Context: an optimization exercise on an open-source flow, tuned for small area. The choices shown serve that exercise and are no tape-out recipe. In this exercise RTL edits were held to simulation tests only and were not proved equivalent to the original. Power is estimated from default activity; no workload was simulated.

== rev 12 ==
## thumb_core
module thumb_core (
	input  logic        clk,
	input  logic        rst,
	output logic [31:0] prog_addr,
	input  logic [31:0] prog_data,
	output logic [31:0] mem_addr,
	output logic [31:0] mem_wdata,
	output logic [1:0]  mem_size,
	output logic        mem_we,
	input  logic [31:0] mem_rdata
);
clock: 12.0 ns
lec_check: 0
cap_margin: 20
core_margin: 2
core_utilization: 65
cts_buf_list: sky130_fd_sc_hd__clkbuf_16
cts_cluster_diameter: 50
cts_cluster_size: 30
place_density: 0.75
slew_margin: 20
synth_hierarchical: 1
standard.sh (not shown) runs the stock make flow with config.mk's settings and CLKGATE_MAP_FILE= SYNTH_SCRIPT=/design/flow/synth_recipe.tcl, a recipe that flattens the netlist after the stock synthesis.
==> flow/flow/run.sh <==
#!/bin/bash
# Standard ORFS layout; only the port buffers use the smallest buffer cell.
set -euo pipefail
export BUFFER_PORTS_ARGS="-buffer_cell sky130_fd_sc_hd__buf_1"
bash standard.sh > standard_flow.log 2>&1
Edits applied to the flow inputs when going from rev 12 to rev 13:
--- a/flow/config.mk
+++ b/flow/config.mk
@@ -11,3 +11,3 @@
-export CTS_BUF_LIST = sky130_fd_sc_hd__clkbuf_16
-export CTS_CLUSTER_DIAMETER = 50
-export CTS_CLUSTER_SIZE = 30
+export CTS_BUF_LIST = sky130_fd_sc_hd__clkbuf_8
+export CTS_CLUSTER_DIAMETER = 60
+export CTS_CLUSTER_SIZE = 16
==> run summary <==
- On rev 13: final-layout non-clock buffer area share is 0.25 points higher than what rev 12 gave.
- Going from rev 12 to rev 13, routed wire length lower, final cell count lower, met3 wirelength from detailed routing lower, share of the clock period used by the worst path after layout lower.

Setup of the previous run:
thumb_core, a different RTL version from the one above (not shown whole).
For scale: roughly 790 cells after synthesis, about 12000 um^2 of cells after synthesis.
Settings: LEC_CHECK=0, CAP_MARGIN=20, CORE_MARGIN=2, CORE_UTILIZATION=65, CTS_BUF_LIST=sky130_fd_sc_hd__clkbuf_8, CTS_CLUSTER_DIAMETER=60, CTS_CLUSTER_SIZE=19, PLACE_DENSITY=0.75, SLEW_MARGIN=20, SYNTH_HIERARCHICAL=1; clock period 12.0 ns.
Scripts as last shown in full above: flow/flow/run.sh
diff inputs: the previous run => the current run
- changing CTS_CLUSTER_SIZE from 19 to 16
- changing CTS_BUF_LIST from sky130_fd_sc_hd__clkbuf_8 to sky130_fd_sc_hd__clkbuf_4 sky130_fd_sc_hd__clkbuf_8
--- outcome ---
Looking at the current run and the previous run, the aggregate routed wire length is a wash. Diff the previous run..the current run | sequential cell count | unchanged. Relative to the previous run, the current run improves first-iteration DRC count. Compared with the previous run, in the current run switching power down 0.0000018 W; per-cell routed wire length decreased 0.32%. Summary — total power, the current run relative to the previous run: higher, by 2.4%. Diff the current run..the previous run | fraction of standard cell area in multi-input logic | negligible. Looking at the current run and the previous run, the maximum achievable frequency is a wash.

## run 1
thumb_core, a different RTL version from the one above (not shown whole).
For scale: about 750 cells after synthesis, roughly 360 flip-flops.
clock: 12.0 ns
lec_check: 0
cap_margin: 20
core_margin: 2
core_utilization: 80
cts_buf_list: sky130_fd_sc_hd__clkbuf_8
cts_cluster_diameter: 60
cts_cluster_size: 18
place_density: 0.88
slew_margin: 20
synth_hierarchical: 1
Scripts as last shown in full above: flow/flow/run.sh
What ended run 1 was a tool error in 3_5_place_dp; the run never finished.
Changes in run 2 relative to run 1:
Settings: PLACE_DENSITY changed from 0.88 to 0.75; CORE_UTILIZATION changed from 80 to 65; GPL_TIMING_DRIVEN newly set to 0.
Results
- Run 2 completed every stage of the flow, and the final layout passed the timing, design-rule and antenna checks.
- Re count of port buffers added during placement: no difference whatsoever between run 2 and run 1.
- Run 2 vs. run 1: share of async-settable or async-resettable flops after synthesis level; cell row count went up about 12%; die height climbed about 10%.
The inputs of run 3 differ from those of run 2 as listed below.
Settings: CTS_BUF_LIST now sky130_fd_sc_hd__clkbuf_4, was sky130_fd_sc_hd__clkbuf_8; CTS_CLUSTER_SIZE now 10, was 18; CTS_CLUSTER_DIAMETER now 40, was 60; GPL_TIMING_DRIVEN no longer set, was 0.
## What came out
Diff run 2 -> run 3: worst setup slack rose by 53 ps, via count decreased 3.2%, required time of the worst setup path picked up an extra 130 ps.
Going from run 2 to run 3, total non-filler cell area in the finished layout -about 3%; total wire length after detailed routing -4.6%.

== Q ==
RTL: one of the versions met above, not the one the previous note started from.
Size in the first run: roughly 780 cells after synthesis, about 0.012 mm2 of cells after synthesis.
clock: 12.0 ns
lec_check: 0
cap_margin: 20
core_margin: 2
core_utilization: 40
cts_buf_list: sky130_fd_sc_hd__clkbuf_8
cts_cluster_diameter: 60
cts_cluster_size: 16
slew_margin: 20
synth_hierarchical: 1
==> flow/flow/run.sh <==
#!/bin/bash
# Standard ORFS layout; the port buffers use the smallest buffer cell, and
# after global routing, gates off the critical paths are downsized
# (ORFS's power recovery).
set -euo pipefail
export BUFFER_PORTS_ARGS="-buffer_cell sky130_fd_sc_hd__buf_1"
export RECOVER_POWER=100
bash standard.sh > standard_flow.log 2>&1
The final report for Q shows a completed flow and a layout that fails verification, specifically capacitance limit, slew limit.
Modified inputs, R compared to Q
==> flow/flow/run.sh <==
#!/bin/bash
# Standard ORFS layout; only the port buffers use the smallest buffer cell.
set -euo pipefail
export BUFFER_PORTS_ARGS="-buffer_cell sky130_fd_sc_hd__buf_1"
bash standard.sh > standard_flow.log 2>&1
Findings:
- Delta (R minus Q): count of vias placed by the detailed router saw an increase, clock-net power saw little to no change, wire length saw little to no change.
- R reached the end of the flow, and the finished layout is clean on the timing, design-rule and antenna checks.

## build 25
thumb_core, a different RTL version from the one above (not shown whole).
Size in the first run: about 170 I/O pins, roughly 11000 sq um of cells after synthesis.
==> flow/config.mk <==
export PLATFORM = sky130hd
export DESIGN_NAME = thumb_core
export DESIGN_NICKNAME = thumb_core
export VERILOG_FILES = /design/flow/design.v
export SDC_FILE = /design/flow/constraint.sdc
export NUM_CORES = 4
export LEC_CHECK = 0
export CAP_MARGIN = 20
export CORE_MARGIN = 2
export CORE_UTILIZATION = 65
export CTS_BUF_LIST = sky130_fd_sc_hd__clkbuf_8
export CTS_CLUSTER_DIAMETER = 100
export CTS_CLUSTER_SIZE = 18
export PLACE_DENSITY = 0.75
export SLEW_MARGIN = 20
export SYNTH_HIERARCHICAL = 1
==> flow/constraint.sdc <==
create_clock -name core_clock -period 12.0 [get_ports {clk}]
set_input_delay 2.4000 -clock core_clock [delete_from_list [all_inputs] [get_ports {clk}]]
set_output_delay 2.4000 -clock core_clock [all_outputs]
set_load 0.01 [all_outputs]
==> flow/flow/run.sh <==
#!/bin/bash
# Standard ORFS layout; only the port buffers use the smallest buffer cell.
set -euo pipefail
export BUFFER_PORTS_ARGS="-buffer_cell sky130_fd_sc_hd__buf_1"
bash standard.sh > standard_flow.log 2>&1
Build 25 reached the final stage; the timing, design-rule and antenna checks on its layout passed.
Relative to build 25, the following input files were edited for build 60:
Settings: CTS_CLUSTER_SIZE: 18 -> 30; CTS_BUF_LIST: sky130_fd_sc_hd__clkbuf_8 -> sky130_fd_sc_hd__clkbuf_16.
## What came out
- Between build 25 and build 60, routed length on met3 is lower for build 25, build 60 comes in above that.
- Taking build 25 as the reference, in build 60 setup slack moved up, post-route cell area moved up, share of total power in the clock network moved up, sum of internal, switching and leakage power moved up, hold slack moved down.
- Relative to build 25, clock-buffer cell count decreased by 8 in build 60.
Relative to build 60, the following input files were edited for build 82:
Settings: CTS_BUF_LIST now sky130_fd_sc_hd__clkbuf_8, was sky130_fd_sc_hd__clkbuf_16; CTS_CLUSTER_SIZE now 18, was 30; CTS_CLUSTER_DIAMETER now 60, was 100.
[summary]
Setup slack: build 82 less than build 60. Between build 60 and build 82, the fraction of the cycle the final worst path needs does not differ in any meaningful way. The register-to-register slack of build 82 and that of build 60 are within noise of each other. Going from build 60 to build 82, clock latency on the worst-skew pair now larger, maximum frequency ~0 delta, switching power summed over all nets climbed 0.016 mW, total wire length held steady, total number of vias increased by 66 relative to the old numbers. Build 82 went all the way through synthesis, placement and routing and the layout is clean on timing, DRC and antenna. No stage failed in build 60, and the final checks on the layout all came back clean.

## static timing again, ports no longer ideal
How much do the figures lean on ideal ports? The routed layouts below were timed once more, with nothing changed but the port constraints.
Step 1 (the two cells are an assumption about what drives the block):
set clk [get_ports {clk}]
set_driving_cell -lib_cell sky130_fd_sc_hd__clkbuf_16 $clk
set_driving_cell -lib_cell sky130_fd_sc_hd__buf_2 [delete_from_list [all_inputs] $clk]
Step 2 adds t to the input delays and takes it off the output delays; t is the mean of the earliest and latest rising clock arrival at the registers after step 1. Input paths then give back, and output paths get back, about the clock's delay inside the block.
a / b / c = no drivers / after step 1 / after step 2; a / b = the first two.
| run | t (ns) | slack for setup (ns) | worst setup path after step 2 | worst register clock-pin slew, ns |
|---|---|---|---|---|
| rev 12 | 0.580 | 0.250 / 0.250 / 0.250 | register to register | 0.10 / 0.10 |
| rev 13 | 0.581 | 0.339 / 0.339 / 0.339 | register to register | 0.11 / 0.11 |
| the previous run | 0.578 | 0.304 / 0.304 / 0.304 | register to register | 0.12 / 0.12 |
| the current run | 0.587 | 0.290 / 0.290 / 0.290 | register to register | 0.11 / 0.11 |
| run 2 | 0.583 | 0.263 / 0.263 / 0.263 | register to register | 0.11 / 0.11 |
| run 3 | 0.682 | 0.316 / 0.316 / 0.316 | register to register | 0.11 / 0.11 |
| Q | 0.605 | 0.318 / 0.318 / 0.318 | register to register | 0.12 / 0.12 |
| R | 0.605 | 0.319 / 0.319 / 0.319 | register to register | 0.11 / 0.11 |
| build 25 | 0.596 | 0.360 / 0.360 / 0.360 | register to register | 0.12 / 0.12 |
| build 60 | 0.528 | 0.374 / 0.374 / 0.374 | register to register | 0.12 / 0.12 |
| build 82 | 0.596 | 0.368 / 0.368 / 0.368 | register to register | 0.11 / 0.11 |
